From an optimization exercise on the open Yosys and OpenROAD flow, aimed at a short achievable clock period and few clock cycles; shortcuts taken in it are not production practice.
RTL that was checked went through simulation tests only; none was proved equivalent to the original.
Only the layout flow was run in run 3; the RTL was not checked for function there.
Power and IR drop assume default switching activity.

## config.mk

```make
export PLATFORM = sky130hd
export DESIGN_NAME = cpu16
export DESIGN_NICKNAME = cpu16
export VERILOG_FILES = /design/flow/design.v
export SDC_FILE = /design/flow/constraint.sdc
export NUM_CORES = 4
export LEC_CHECK = 0
export CAP_MARGIN = 20
export CORE_MARGIN = 2
export CORE_UTILIZATION = 40
export SLEW_MARGIN = 20
```

## constraint.sdc

```tcl
create_clock -name core_clock -period 7.5 [get_ports {clk}]
set_input_delay 1.5000 -clock core_clock [delete_from_list [all_inputs] [get_ports {clk}]]
set_output_delay 1.5000 -clock core_clock [all_outputs]
set_load 0.01 [all_outputs]
```

## design.v

```verilog
`timescale 1ns/1ps
module cpu16 (
    input  logic        clk,
    input  logic        rst_n,
    input  logic [15:0] instr,
    output logic [15:0] pc,
    output logic        wb_valid,
    output logic [3:0]  wb_addr,
    output logic [15:0] wb_data
);
    logic [3:0] f_op, f_rd, f_rs, f_rt;
    assign f_op = instr[15:12];
    assign f_rd = instr[11:8];
    assign f_rs = instr[7:4];
    assign f_rt = instr[3:0];
    logic f_wr, f_rtype, f_br, f_jmp, f_inv, f_zext, f_imm;
    logic f_sel_add, f_sel_nand, f_sel_or, f_sel_sh;
    always_comb begin
        f_wr       = 1'b0;
        f_rtype    = 1'b0;
        f_br       = 1'b0;
        f_jmp      = 1'b0;
        f_inv      = 1'b0;
        f_zext     = 1'b0;
        f_imm      = 1'b0;
        f_sel_add  = 1'b0;
        f_sel_nand = 1'b0;
        f_sel_or   = 1'b0;
        f_sel_sh   = 1'b0;
        case (f_op)
            4'd0:  begin f_wr = 1'b1; f_sel_sh = 1'b1; end
            4'd3:  f_jmp = 1'b1;
            4'd4, 4'd5: begin f_br = 1'b1; f_rtype = 1'b1; end
            4'd6:  begin f_wr = 1'b1; f_imm = 1'b1; f_sel_or = 1'b1; end
            4'd7:  begin f_wr = 1'b1; f_imm = 1'b1; f_sel_nand = 1'b1; end
            4'd8:  begin f_wr = 1'b1; f_rtype = 1'b1; f_sel_add = 1'b1; end
            4'd9:  begin f_wr = 1'b1; f_imm = 1'b1; f_sel_add = 1'b1; end
            4'd10: begin f_wr = 1'b1; f_imm = 1'b1; f_zext = 1'b1; f_sel_add = 1'b1; end
            4'd11: begin f_wr = 1'b1; f_rtype = 1'b1; f_sel_nand = 1'b1; end
            4'd12: begin f_wr = 1'b1; f_rtype = 1'b1; f_inv = 1'b1; f_sel_add = 1'b1; end
            4'd13: begin f_wr = 1'b1; f_imm = 1'b1; f_inv = 1'b1; f_sel_add = 1'b1; end
            4'd14: begin f_wr = 1'b1; f_imm = 1'b1; f_zext = 1'b1; f_inv = 1'b1; f_sel_add = 1'b1; end
            4'd15: begin f_wr = 1'b1; f_rtype = 1'b1; f_sel_or = 1'b1; end
            default: ;
        endcase
    end
    logic [15:0] regs [1:15];
    logic        e_valid;
    logic        e_wrnz;      
    logic        e_wr;
    logic        e_br, e_bne, e_jmp;
    logic        e_cin;
    logic        e_sel_add, e_sel_nand, e_sel_or, e_sel_sh;
    logic [3:0]  e_rd;
    logic [3:0]  e_sh_amt;
    logic        e_sh_left, e_sh_arith;
    logic [15:0] e_a, e_b, e_d;
    logic [15:0] sum, res_nand, res_or, res_sh, alu_res;
    logic [31:0] sh_r;
    logic        eq, taken, redirect;
    logic [15:0] target;
    assign sum      = e_a + e_b + {15'd0, e_cin};
    assign res_nand = ~(e_a & e_b);
    assign res_or   = e_a | e_b;
    assign sh_r     = {{16{e_sh_arith & e_a[15]}}, e_a} >> e_sh_amt;
    assign res_sh   = e_sh_left ? (e_a << e_sh_amt) : sh_r[15:0];
    assign alu_res  = ({16{e_sel_add}}  & sum)
                    | ({16{e_sel_nand}} & res_nand)
                    | ({16{e_sel_or}}   & res_or)
                    | ({16{e_sel_sh}}   & res_sh);
    assign eq       = (e_a == e_b);
    assign taken    = e_br & (eq ^ e_bne);
    assign redirect = e_valid & (taken | e_jmp);
    assign target   = e_jmp ? (pc + e_b) : e_d;
    function automatic logic [15:0] rd_reg(input logic [3:0] x);
        rd_reg = (x == 4'd0) ? 16'd0 : regs[x];
    endfunction
    logic [15:0] r_rs, r_rt, r_rd;
    always_comb begin
        r_rs = (e_wrnz && e_rd == f_rs) ? alu_res : rd_reg(f_rs);
        r_rt = (e_wrnz && e_rd == f_rt) ? alu_res : rd_reg(f_rt);
        r_rd = (e_wrnz && e_rd == f_rd) ? alu_res : rd_reg(f_rd);
    end
    logic [15:0] imm8;
    assign imm8 = {(f_zext ? 8'd0 : {8{instr[7]}}), instr[7:0]};
    logic [15:0] f_a, f_b;
    always_comb begin
        f_a = f_rtype ? r_rs : r_rd;
        if (f_jmp)       f_b = {4'd0, instr[11:0]};
        else if (f_imm)  f_b = imm8 ^ {16{f_inv}};
        else             f_b = r_rt ^ {16{f_inv}};
    end
    always_ff @(posedge clk or negedge rst_n) begin
        if (!rst_n) begin
            pc       <= 16'd0;
            e_valid  <= 1'b0;
            e_wrnz   <= 1'b0;
            wb_valid <= 1'b0;
        end else begin
            pc       <= redirect ? target : pc + 16'd2;
            e_valid  <= !redirect;
            e_wrnz   <= !redirect && f_wr && (f_rd != 4'd0);
            wb_valid <= e_valid && e_wr;
        end
    end
    always_ff @(posedge clk) begin
        e_wr       <= f_wr;
        e_br       <= f_br;
        e_bne      <= f_op[0];
        e_jmp      <= f_jmp;
        e_cin      <= f_inv;
        e_sel_add  <= f_sel_add;
        e_sel_nand <= f_sel_nand;
        e_sel_or   <= f_sel_or;
        e_sel_sh   <= f_sel_sh;
        e_rd       <= f_rd;
        e_sh_amt   <= f_rs;
        e_sh_left  <= !f_rt[1];
        e_sh_arith <= f_rt[1] & f_rt[0];
        e_a        <= f_a;
        e_b        <= f_b;
        e_d        <= r_rd;
        wb_addr    <= e_rd;
        wb_data    <= alu_res;
        if (e_wrnz) regs[e_rd] <= alu_res;
    end
endmodule
```

## run.sh

```bash
#!/bin/bash
# synth_recipe.tcl (not shown) runs the flow's synth.tcl, then flattens the netlist and writes it again
# the make line also repeats each setting of config.mk as NAME=value (left out here)
make -C /OpenROAD-flow-scripts/flow DESIGN_CONFIG=/design/flow/config.mk WORK_HOME=/design/flow/orfs CLKGATE_MAP_FILE= SYNTH_SCRIPT=/design/flow/synth_recipe.tcl finish
```

==> metrics.md, run 1 <==
| Metric | Value |
|---|---|
| Syn Inst Count | 1620 |
| Fmax | approximately 240 MHz |
| Register share of total power | 0.406 |
| Die area | 53800 um2 |
| Clk Latency, worst-skew pair | approximately 580 ps |
| WHS | between 400 and 500 ps |
| Synth Cell Area | 20800 um2 |
| Max-slew headroom | 0.266 |
| Worst R2R End | e_a[7]$_DFF_P_ |
| CTS root buffer | clkbuf_16 |
| Share of cells above drive strength 1 | 0.222 |
| Reg-to-reg startpoint | e_sh_amt[0]$_DFF_P_ |
| Chip height | approximately 230 um |
| Placeable Area | between 50000 and 60000 um2 |
| Crit path cell chain | clkdlybuf4s50_1, buf_4, xor2_1, nor3_1, and3_1, nor2_1, a21o_1, nor3_1, a221o_1, a211o_1 |
| Starting DRC count in detailed routing | roughly 1300 |
| Initial core utilization | 0.405 |
| Final min period | 4230 ps |
| R2R depth | 8 |
| Nets@finish | 1710 |
| Worst slew pin tran | ~1100 ps |
| Post-cts resize count | 0 |
| PwrDens | 270 nW/um2 |
| Skew final | roughly 23 ps |
| Drt via density | ~6.3 |
| Initial DRT Pass Iterations | 5 |
| Gpl congestion | 0.921 |
| Die width | 232 um |
| Period utilization | 0.564 |
| Final wirelength | 63700 um |
| TritonCTS buffer count | approximately 40 |
| Avg Cell Area, Syn | 12.8 um2 |
| Dpl hpwl | 42300 um |
| Sequential area share after synthesis | 0.453 |
| Clock sinks | 346 |
| DRC viols | 0 |
| Overall Global Routing Usage | 0.240 |
| Worst Path Max Fanout | 23 |
| Gate power share | 0.285 |
| Grt ovf | 0 |
| Worst stage delay on the critical path | 900 ps |
| Net Count, Synth | 1693 |
| Sw power | 2050 uW |
| Count of antenna-violating nets left after detailed routing | 0 |
| Critical path arrival | 4680 ps |
| Hold_sp | e_wr$_DFF_P_ |
| Maxcap violations | 0 |
| EDFF count, synth | 240 |
| Hold EP | wb_valid$_DFF_PN0_ |
| Leak | between 0.008 and 0.009 uW |
| Worst-path clk slew | 60 ps |
| Area Overhead vs Synth | 12.2% |
| Clock network fraction of total power | 0.308 |
| Worst Hold Class | reg2reg |
| # Post-CTS Setup Buffers | 0 |
| Clock Tree Buf Depth | 3 |
| VDD IR max | ~0.00018 V |
| Critical path required time | a little under 8000 ps |
| Largest net degree at the start of global routing | 75 |
| Vias in the first global route | approximately 15000 |
| H-tree level count | 2 |
| Min-Delay Path Depth | 1 |
| Commonest non-fill, non-tap cells in the layout | edfxtp_1 (240), mux4_2 (195), a21oi_1 (117) |
| CP max-delay cell | nor2_1 |
| Hold buffers post-CTS | 0 |
| Global-route wire length before repair | roughly 96000 um |
| FFs w/ async S/R, synth | 0.0549 |
| Startpoint types | input pin |
| Buffers on Ports | 54 |
| R2R Setup Slk | around 3500 ps |
| Switching share of power | 0.325 |
| Setup crit start | instr[2] |
| Setup Total Neg Slack | 0 ps |
| Initial antenna violation count | 0 |
| Fin. Hold Viols | 0 |
| Std-Cell Rows | 83 |
| Final setup violation count | 0 |
| Max-slew violations | 0 |
| Routed vias | approximately 15000 |
| Crit path kind | in2reg |
| Synth warn | 1 |
| Netlist cell types | 80 |
| CTS tree | yes |
| CP Capture Type | flop |
| Internal | approximately 4300 uW |
| Outcome | no timing/DRC/antenna violations |
| Routed WL per cell | roughly 27 um |
| Unrepaired setup endpoints after global routing | no |
| Yosys reg bits | 346 |
| I/O pins | 55 |
| Ys flop type | edfxtp_1 |
| Most common cell after layout, fill and taps aside | edfxtp_1 |
| Crit path top cell by count | nor3_1 |
==> sequential cells by signal, indices dropped and copies added (netlist names), 4 cells and up <==
signal and cells:
regs 240, e_a 16, wb_data 16, wb_addr 4
e_rd 4, e_d 16, e_sh_amt 4, e_b 16
pc 16
==> power by group through the flow <==
| stage | Sequential [uW] | Clock (uW) | Combinational [uW] |
|---|---|---|---|
| after floorplan | 2520 | 0 | 1200 |
| after global placement | 2590 | 0 | 1760 |
| after detailed placement | 2600 | 0 | 1780 |
| after CTS | 2560 | 1990 | 1800 |
| after global routing | 2580 | 2060 | 1970 |
| final | 2560 | 1940 | 1800 |
==> worst max-delay path by stage <==
stage                         end  slack, ps  cells past startpoint
3_5_place_dp   e_b[14]$_SDFF_PP0_       2660                      7
4_1_cts        e_b[14]$_SDFF_PP0_       3250                      7
5_1_grt        e_b[14]$_SDFF_PP0_       3100                      7
6_report       e_b[14]$_SDFF_PP0_       3270                     10
3_3_place_gp   e_b[14]$_SDFF_PP0_       2700                      7
2_1_floorplan     e_b[10]$_DFF_P_       3700                      8
==> logic make-up (layout without fill, tap and decap cells) <==
family	after synthesis	in the layout	share of synthesized area
XOR/XNOR	47	47	0.0198
AND/OR/NAND/NOR	314	314	0.0707
buffers and inverters	190	240	0.0379
multiplexers	300	300	0.268
adder cells (fa/ha/maj)	55	55	0.0342
AO/OA/AOI/OAI	368	368	0.116
other	0	1	0
flip-flops	346	346	0.453
==> routing by layer <==
metal	wire, um	vias up	track usage
met1	25900	7577	0.317
met3	4560	136	0.0417
li1	-	6466	-
met4	2250	0	0.0893
met5	0	-	0
met2	31000	646	0.397
==> layout make-up <==
type	count	area [um2]
antenna	1	2.50
sequential	346	9430
clock inverter	21	196
multi-input combinational	1084	10700
timing repair buffer	94	808
fill	4625	28000
tap	680	851
clock buffer	55	1120
inverter	70	263
==> worst max-delay path: cells and delay by family <==
kind	cells	cell delay [ps]
simple gates	4	1380
compound gates	3	750
xor+xnor	1	190
buf+inv	2	830
==> stage by stage <==
step | power [uW] | util | std cells | worst slack [ps] | cell area [um2]
6_report | 6300 | 0.455 | 2351 | 3270 | 23300
3_3_place_gp | 4350 | 0.429 | 2274 | 2700 | 22000
4_1_cts | 6340 | 0.455 | 2350 | 3250 | 23300
5_1_grt | 6610 | 0.455 | 2350 | 3100 | 23300
2_1_floorplan | 3710 | - | 1620 | 3700 | 20800
3_5_place_dp | 4380 | 0.429 | 2274 | 2660 | 22000
==> cell usage after synthesis, drive strengths merged (20+ instances only) <==
master,instances,area share
a211oi,30,0.011
a21oi,120,0.029
buf,50,0.013
clkbuf,70,0.013
dfxtp,87,0.084
edfxtp,240,0.35
ha,52,0.031
inv,67,0.012
mux2,28,0.015
mux2i,71,0.034
mux4,201,0.22
nand2,67,0.012
nor2,122,0.022
nor3,27,0.0065
o21ai,63,0.015
xnor2,27,0.011
xor2,20,0.0084
Testbench counts, summed over its fixed seeds: cycles 29,555.
==> run 2: changes to the inputs <==
--- a/config.mk
+++ b/config.mk
@@ -6,6 +6,8 @@
 export NUM_CORES = 4
 export LEC_CHECK = 0
+export ABC_CLOCK_PERIOD_IN_PS = 2500
 export CAP_MARGIN = 20
 export CORE_MARGIN = 2
 export CORE_UTILIZATION = 40
+export SETUP_SLACK_MARGIN = 5
 export SLEW_MARGIN = 20
==> run 2 against run 1 <==
Compared with the run above:
- sequential share of layout area down 6.9 points
- clock-buffer cell count decreased by 8
- still clean
- clock skew grew 2.2 ps
- combinational power grew 57%
- core utilization increased by 10 points
- sequential cell count unchanged
- global-route usage is 4.7 points higher
==> metrics.md, run 2 <==
| Metric | Value |
|---|---|
| FFs w/ async S/R, synth | 0.0549 (unchanged) |
| Commonest non-fill, non-tap cells in the layout | edfxtp_1 (240), mux4_2 (200), buf_4 (138) |
| Vias in the first global route | 16100 (+9.7%) |
| Setup crit start | e_a[4]$_DFF_P_ |
| Setup Total Neg Slack | 0 ps (unchanged) |
| Top-count cell post-synth | edfxtp_1 |
| WHS | 447 ps (+8.68 ps) |
| CP Capture Type | flop |
| Top cells by area, synth | edfxtp_1 (35%), mux4_2 (21%), dfxtp_1 (8.4%) |
| Leak | 0.0105 uW (+27%) |
| TritonCTS buffer count | 41 (unchanged) |
| Reg-to-reg startpoint | e_a[4]$_DFF_P_ |
| VDD IR max | 0.000154 V (-13%) |
| CTS tree | yes |
| Worst stage delay on the critical path | 540 ps (-360 ps) |
| Post-synth top cells | edfxtp_1 (240), mux4_2 (195), nor2_1 (122) |
| Chip height | 232 um (unchanged) |
| Fmax | 329 MHz (+39%) |
| Worst-path clk slew | 60 ps (about the same) |
| CP max-delay cell | or4_4 |
| R2R depth | 10 (+2) |
| Die width | 232 um (unchanged) |
| Routed vias | 17000 (+14%) |
| Count of antenna-violating nets left after detailed routing | 0 (unchanged) |
| DRC viols | 0 (unchanged) |
| Area Overhead vs Synth | 36.8% |
| Critical path required time | 7950 ps (about the same) |
| Crit path kind | reg2reg |
| Skew final | 25.3 ps (+2.18 ps) |
| Period utilization | 0.405 (-0.159) |
| PwrDens | 261 nW/um2 (-3.3%) |
| Dpl hpwl | 42800 um (+1.0%) |
| Global-route wire length before repair | 112000 um (+17%) |
| EDFF count, synth | 240 (unchanged) |
| Max-slew violations | 0 (unchanged) |
| Syn Inst Count | 1620 (unchanged) |
| Worst Hold Class | reg2reg |
| Starting DRC count in detailed routing | 2000 (+52%) |
| Outcome | no timing/DRC/antenna violations |
| Final wirelength | 79800 um (+25%) |
| Netlist cell types | 80 (unchanged) |
| Final setup violation count | 0 (unchanged) |
| Max-slew headroom | 0.342 (+0.0763) |
| Synth Cell Area | 20800 um2 (unchanged) |
| Crit path top cell by count | o21a_1 |
| Ys flop type | edfxtp_1 |
| Worst Path Max Fanout | 10 (-57%) |
| H-tree level count | 2 (unchanged) |
| Nets@finish | 1947 (+14%) |
| Hold buffers post-CTS | 0 (unchanged) |
| Largest net degree at the start of global routing | 34 (-55%) |
| Maxcap violations | 0 (unchanged) |
| Initial DRT Pass Iterations | 6 (+1) |
| Crit path cell chain | inv_1, ha_2, o211ai_1, a21oi_2, o21a_1, o21a_1, or4_4, a31o_4, a22o_1, mux2_4 |
| CTS root buffer | clkbuf_16 |
| Unrepaired setup endpoints after global routing | yes |
| Critical path arrival | 3490 ps (-1190 ps) |
| Number of fill cells | 4024 (-13%) |
| Synth warn | 1 (unchanged) |
| Largest Register | regs |
| Cell taking the most area after synthesis | edfxtp_1 |
| Drt via density | 6.56 (+4.0%) |
| Worst R2R End | e_a[15]$_DFF_P_ |
| Top cell type's share of synthesized area | 0.347 (unchanged) |
| Yosys reg bits | 346 (unchanged) |
| Avg Cell Area, Syn | 12.8 um2 (unchanged) |
| Die area | 53800 um2 (unchanged) |
| Most common cell after layout, fill and taps aside | edfxtp_1 |
| Clk Latency, worst-skew pair | 580 ps (about the same) |
| R2R Setup Slk | 4460 ps (+990 ps) |
| Net Count, Synth | 1693 (unchanged) |
| Final min period | 3040 ps (-1190 ps) |
| Largest register FFs | 240 (unchanged) |
| Worst slew pin tran | 984 ps (-113 ps) |
| Std-Cell Rows | 83 (unchanged) |
| I/O pins | 55 (unchanged) |
| Worst setup path endpoint | e_a[15]$_DFF_P_ |
| Buffers on Ports | 54 (unchanged) |
| Grt ovf | 0 (unchanged) |
| Gpl congestion | 0.925 (+0.43%) |
| Fin. Hold Viols | 0 (unchanged) |
| Clock Tree Buf Depth | 3 (unchanged) |
| Initial core utilization | 0.405 (unchanged) |
| Routed WL per cell | 30.9 um (+14%) |
| Initial antenna violation count | 2 (+2) |
| Clock sinks | 346 (unchanged) |
| Placeable Area | 51300 um2 (unchanged) |
| Overall Global Routing Usage | 0.287 (+0.0466) |
| Sequential area share after synthesis | 0.453 (unchanged) |
| Share of cells above drive strength 1 | 0.478 (+0.256) |
| Startpoint types | flop |
==> run 2: final cells by class <==
cell class              instances  area, um2  share of cell area
multi-input cells            1089      12000               0.421
inverters                      70        315              0.0111
clock inverters                28        308              0.0108
repair buffers                326       4350               0.153
flip-flops and latches        346       9540               0.335
diodes                          1       2.50           0.0000880
well taps                     680        851              0.0299
clock buffers                  47       1090              0.0384
==> run 2: logic make-up (layout without fill, tap and decap cells) <==
kind of cell / after synthesis / after routing / synth area share
AND/OR/NAND/NOR: 314 / 314 / 0.0707
other: 0 / 1 / 0
adder cells (fa/ha/maj): 55 / 55 / 0.0342
flip-flops: 346 / 346 / 0.453
XOR/XNOR: 47 / 47 / 0.0198
multiplexers: 300 / 300 / 0.268
AO/OA/AOI/OAI: 368 / 373 / 0.116
buffers and inverters: 190 / 471 / 0.0379
==> run 2: through the flow <==
stage	total power (uW)	setup slack (ps)	cell area [um2]	std cells	util
after global placement	4400	2920	22200	2274	0.433
after CTS	7080	4490	26900	2516	0.525
final	7430	4460	28400	2587	0.555
after floorplan	3780	4090	21400	1620	-
after global routing	7700	4400	28400	2587	0.555
after detailed placement	4410	2940	22200	2274	0.433
==> run 2: worst min-delay path by stage <==
stage / start / to / slack (ps) / cells past startpoint
2_1_floorplan: e_rd[0]$_DFF_P_ / wb_addr[0]$_DFF_P_ / 330 / 0
3_3_place_gp: e_wr$_DFF_P_ / wb_valid$_DFF_PN0_ / 420 / 1
3_5_place_dp: e_wr$_DFF_P_ / wb_valid$_DFF_PN0_ / 440 / 1
4_1_cts: e_wr$_DFF_P_ / wb_valid$_DFF_PN0_ / 450 / 1
5_1_grt: e_wr$_DFF_P_ / wb_valid$_DFF_PN0_ / 480 / 1
6_report: e_wr$_DFF_P_ / wb_valid$_DFF_PN0_ / 450 / 1
==> run 2: worst max-delay path, delay by kind of cell, from the launching register on <==
family	cells	cell delay [ps]
fa+ha+maj	1	340
simple gates	1	540
flops	1	430
compound gates	6	1290
buf+inv	1	60
mux	1	260
==> run 2: repair_timing <==
item,in CTS,in global routing
buffers inserted,129,62
setup endpoints to repair,344,339
resized for setup,507,178
gates cloned,38,8
pin swaps,56,82
==> run 2: power breakdown <==
| part | leakage, uW | internal [uW] | switching [uW] |
|---|---|---|---|
| sequential | 0.00314 | 2350 | 178 |
| combinational | 0.00669 | 1370 | 1440 |
| clock | 0.000691 | 1230 | 853 |
==> run 2: layer usage <==
layer | up-vias | track usage | wire (um)
li1 | 6961 | - | -
met1 | 8479 | 0.353 | 28400
met2 | 1181 | 0.461 | 37200
met3 | 345 | 0.0659 | 8370
met4 | 2 | 0.170 | 5930
met5 | - | 0 | 13
==> run 3: changes to the inputs <==
--- a/design.v
+++ b/design.v
@@ -56,4 +56,24 @@
     logic        e_sh_left, e_sh_arith;
     logic [15:0] e_a, e_b, e_d;
+    localparam int NB = 2;
+    logic [NB-1:0] btb_v;
+    logic [15:0]   btb_tag [NB];
+    logic [15:0]   btb_tgt [NB];
+    logic [NB-1:0] btb_hit;
+    logic          f_pred;
+    logic [15:0]   f_ptgt;
+    logic [15:0]   pc2;
+    logic          e_pred;
+    logic [15:0]   e_ptgt, e_pc, e_pc2;
+    logic          btb_rr;
+    always_comb begin
+        f_ptgt = 16'd0;
+        for (int i = 0; i < NB; i++) begin
+            btb_hit[i] = btb_v[i] && btb_tag[i] == pc;
+            f_ptgt = f_ptgt | ({16{btb_hit[i]}} & btb_tgt[i]);
+        end
+        f_pred = |btb_hit;
+    end
+    assign pc2 = pc + 16'd2;
     logic [15:0] sum, res_nand, res_or, res_sh, alu_res;
     logic [31:0] sh_r;
@@ -71,6 +91,6 @@
     assign eq       = (e_a == e_b);
     assign taken    = e_br & (eq ^ e_bne);
-    assign redirect = e_valid & (taken | e_jmp);
-    assign target   = e_jmp ? (pc + e_b) : e_d;
+    assign redirect = e_valid & (e_jmp | (taken ? !(e_pred && e_ptgt == e_d) : e_pred));
+    assign target   = e_jmp ? (e_pc2 + e_b) : taken ? e_d : e_pc2;
     function automatic logic [15:0] rd_reg(input logic [3:0] x);
         rd_reg = (x == 4'd0) ? 16'd0 : regs[x];
@@ -98,5 +118,5 @@
             wb_valid <= 1'b0;
         end else begin
-            pc       <= redirect ? target : pc + 16'd2;
+            pc       <= redirect ? target : f_pred ? f_ptgt : pc2;
             e_valid  <= !redirect;
             e_wrnz   <= !redirect && f_wr && (f_rd != 4'd0);
@@ -122,6 +142,36 @@
         e_d        <= r_rd;
         wb_addr    <= e_rd;
+        e_pred     <= f_pred;
+        e_ptgt     <= f_ptgt;
+        e_pc       <= pc;
+        e_pc2      <= pc2;
         wb_data    <= alu_res;
         if (e_wrnz) regs[e_rd] <= alu_res;
     end
+    logic [NB-1:0] e_hit;
+    always_ff @(posedge clk) begin
+        e_hit <= btb_hit;
+    end
+    always_ff @(posedge clk or negedge rst_n) begin
+        if (!rst_n) begin
+            btb_v  <= '0;
+            btb_rr <= 1'b0;
+        end else if (e_valid && taken) begin
+            if (e_pred) begin
+            end else begin
+                btb_v[btb_rr] <= 1'b1;
+                btb_rr <= btb_rr + 1'b1;
+            end
+        end
+    end
+    always_ff @(posedge clk) begin
+        if (e_valid && taken) begin
+            for (int i = 0; i < NB; i++) begin
+                if (e_pred ? e_hit[i] : (btb_rr == i)) begin
+                    btb_tag[i] <= e_pc;
+                    btb_tgt[i] <= e_d;
+                end
+            end
+        end
+    end
 endmodule
==> run 3 against run 2 <==
Compared with the run above:
- still clean on timing, DRC and antenna
- synthesized cell count rose by 21%
- sequential share of layout area rose by 3.1 points
- non-clock buffer count rose by 51
- core utilization fell by 0.68 points
- combinational power rose by 21%
- via count rose by 20%
- clock skew rose by 11 ps
==> metrics.md, run 3 <==
| Metric | Value |
|---|---|
| Drt via density | 6.46 (-1.6%) |
| Grt ovf | 0 (unchanged) |
| Cell taking the most area after synthesis | edfxtp_1 |
| Antenna Cells | 0 (-1) |
| Max-slew headroom | 0.350 (+0.00743) |
| Top flop regs | regs: 240 flops, btb_tag: 32 flops, btb_tgt: 32 flops |
| CTS tree | yes |
| Maxcap violations | 0 (unchanged) |
| Leak | 0.0128 uW (+21%) |
| Period utilization | 0.391 (-0.0145) |
| Most common cell after layout, fill and taps aside | edfxtp_1 |
| Hold EP | btb_tag[1][12]$_DFFE_PP_ |
| Die width | 255 um (+10%) |
| Routed WL per cell | 30.4 um (-1.6%) |
| Final setup violation count | 0 (unchanged) |
| Global-route wire length before repair | 138000 um (+23%) |
| Clk Latency, worst-skew pair | 630 ps (+50 ps) |
| Netlist cell types | 79 (-1.3%) |
| Count of antenna-violating nets left after detailed routing | 0 (unchanged) |
| R2R Setup Slk | 4570 ps (+110 ps) |
| Net Count, Synth | 2038 (+20%) |
| Avg Cell Area, Syn | 12.8 um2 (about the same) |
| Chip height | 255 um (+10%) |
| Commonest non-fill, non-tap cells in the layout | edfxtp_1 (304), mux4_2 (191), buf_4 (173) |
| R2R depth | 11 (+1) |
| Worst-path clk slew | 60 ps (about the same) |
| Initial antenna violation count | 1 (-1) |
| Critical path arrival | 3440 ps (-50 ps) |
| Reg-to-reg startpoint | e_a[0]$_DFF_P_ |
| Skew final | 36.5 ps (+11.1 ps) |
| Final wirelength | 95800 um (+20%) |
| Vias in the first global route | 20100 (+25%) |
| Tot Pwr | 9620 uW (+29%) |
| Overall Global Routing Usage | 0.291 (+0.00447) |
| Startpoint types | flop |
| Starting DRC count in detailed routing | 2329 (+16%) |
| Clock sinks | 463 (+34%) |
| TritonCTS buffer count | 52 (+27%) |
| VDD IR max | 0.000220 V (+43%) |
| Buffers on Ports | 54 (unchanged) |
| I/O pins | 55 (unchanged) |
| Initial DRT Pass Iterations | 6 (unchanged) |
| H-tree level count | 2 (unchanged) |
| Hold_sp | e_pc[12]$_DFF_P_ |
| Critical path required time | 8010 ps (+60 ps) |
| Sequential area share after synthesis | 0.493 (+0.0393) |
| Largest net degree at the start of global routing | 39 (+15%) |
| Worst Hold Class | reg2reg |
| Top cells by area, synth | edfxtp_1 (36%), mux4_2 (17%), dfxtp_1 (11%) |
| Synth Cell Area | 25200 um2 (+21%) |
| Min-Delay Path Depth | 0 (-1) |
| Dpl hpwl | 51200 um (+20%) |
| Syn Inst Count | 1965 (+21%) |
| CTS root buffer | clkbuf_16 |
| DRC viols | 0 (unchanged) |
| Setup Total Neg Slack | 0 ps (unchanged) |
| Top-count cell post-synth | edfxtp_1 |
| Nets@finish | 2337 (+20%) |
| Top cell type's share of synthesized area | 0.362 (+0.0154) |
| Post-synth top cells | edfxtp_1 (304), mux4_2 (188), dfxtp_1 (137) |
| Outcome | no timing/DRC/antenna violations |
| PwrDens | 280 nW/um2 (+7.2%) |
| Largest Register | regs |
| Clock Tree Buf Depth | 3 (unchanged) |
| FFs w/ async S/R, synth | 0.0475 (-0.00740) |
| Share of cells above drive strength 1 | 0.441 (-0.0373) |
| Largest register FFs | 240 (unchanged) |
| Worst R2R End | e_b[10]$_DFF_P_ |
| Fmax | 341 MHz (+3.7%) |
| Std-Cell Rows | 92 (+11%) |
| Final min period | 2930 ps (-108 ps) |
| Worst Path Max Fanout | 5 (-5) |
| Gpl congestion | 0.912 (-1.4%) |
| Crit path kind | reg2reg |
| Worst slew pin tran | 971 ps (-12.3 ps) |
| Synth warn | 3 (+2) |
| Unrepaired setup endpoints after global routing | yes |
| EDFF count, synth | 304 (+27%) |
| Yosys reg bits | 463 (+34%) |
| Die area | 65100 um2 (+21%) |
| Ys flop type | edfxtp_1 |
| CP Capture Type | flop |
| Fin. Hold Viols | 0 (unchanged) |
| Max-slew violations | 0 (unchanged) |
| Initial core utilization | 0.402 (-0.00330) |
| Area Overhead vs Synth | 36.3% |
| Placeable Area | 62700 um2 (+22%) |
| Routed vias | 20400 (+20%) |
[run 3: how the worst max path moves through the flow]
stage / startpoint / end / cells past startpoint
global placement: instr[2] / e_b[6]$_DFF_P_ / 9
CTS: e_a[0]$_DFF_P_ / e_b[10]$_DFF_P_ / 11
finish: e_a[0]$_DFF_P_ / e_b[10]$_DFF_P_ / 11
floorplan: instr[0] / e_b[0]$_DFF_P_ / 8
global route: e_a[0]$_DFF_P_ / e_b[10]$_DFF_P_ / 11
detailed placement: instr[3] / e_b[6]$_DFF_P_ / 9
[run 3: what timing repair did]
action                     in CTS  in global routing
hold buffers                    0                  0
gates resized for setup       629                106
cloned                         50                  4
setup endpoints to repair     464                405
pin swaps                      96                 49
buffers inserted              191                 48
[run 3: per-layer routing]
layer / GRT usage / part of all wire / routed length (um) / up-vias
met1: 0.369 / 0.37 / 35300 / 10300
li1: - / - / - / 8302
met3: 0.0557 / 0.099 / 9500 / 376
met4: 0.150 / 0.060 / 5720 / 2
met5: 0 / 0.00011 / 11 / -
met2: 0.477 / 0.47 / 45300 / 1396
[run 3: worst max-delay path, cell delays in order (launching register included)]
cell and delay [ps]:
dfxtp_4 370, fa_2 410, inv_2 80, fa_2 230
nor2b_4 50, o2111ai_4 240, a31o_2 220, a2111oi_2 70
or4_4 620, a22oi_2 180, nor2_1 70, a221o_1 270
[run 3: stage by stage]
step / utilization / instance area [um2] / setup WS [ps] / hold slack, ps / cells
after floorplan: - / 26000 / 4190 / 329 / 1965
after global placement: 0.430 / 26900 / 2690 / 406 / 2763
after detailed placement: 0.430 / 27000 / 2660 / 412 / 2763
after CTS: 0.534 / 33500 / 4660 / 429 / 3102
after global routing: 0.548 / 34400 / 4520 / 434 / 3154
final: 0.548 / 34400 / 4570 / 425 / 3154
[run 3: area by class of cell]
type | instances | area, um2
fillers | 4953 | 28400
multi-input cells | 1289 | 13600
flip-flops and latches | 463 | 12600
repair buffers | 377 | 4890
clock buffers | 69 | 1450
well taps | 846 | 1060
clock inverters | 29 | 410
inverters | 79 | 347
repair inverters | 2 | 15.0
[run 3: logic make-up (layout without fill, tap and decap cells)]
family	count (synthesis)	count (layout)	share of synthesized area
adders and majority gates	55	55	0.0282
AOI/OAI and AO/OA	411	413	0.110
muxes	328	328	0.228
buffers and inverters	220	556	0.0356
DFF	463	463	0.493
xor gates and xnor gates	89	89	0.0309
and+or+nand+nor	399	404	0.0749
[run 3: power breakdown]
part | switching [uW] | internal (uW)
Clock | 1110 | 1670
Combinational | 1800 | 1600
Sequential | 264 | 3170
Total | 3180 | 6440

==> port drivers added, routing unchanged <==
No port has a modelled driver above. Below, the same layouts with a new extraction and two added sets of constraints.
Step 1 (the two cells are an assumption about what drives the block):
set clk [get_ports {clk}]
set_driving_cell -lib_cell sky130_fd_sc_hd__clkbuf_16 $clk
set_driving_cell -lib_cell sky130_fd_sc_hd__buf_2 [delete_from_list [all_inputs] $clk]
Step 2 times the ports against the registers' clock, not the clock port: input delays grow and output delays shrink by t, the midpoint of the rising clock arrivals with the driver on.
Slacks: ideal ports / drivers / drivers and shift; pairs: ideal ports / drivers.
run	t, ns	slack for setup (ns)	worst hold slack (ns)	clock arrival spread, ns	slew at the worst register clock pin (ns)
run 1	0.623	3.270 / 3.300 / 2.677	0.439 / 0.439 / 0.439	0.025 / 0.026	0.06 / 0.06
run 2	0.629	4.461 / 4.044 / 3.416	0.447 / 0.447 / 0.447	0.025 / 0.025	0.07 / 0.07
run 3	0.683	4.569 / 4.150 / 3.467	0.425 / 0.425 / 0.425	0.037 / 0.037	0.07 / 0.07
After both steps setup and hold are still met in every run listed. For run 3, which loses most, drivers alone change the setup slack by -0.419 ns; drivers and shift together by -1.102 ns.
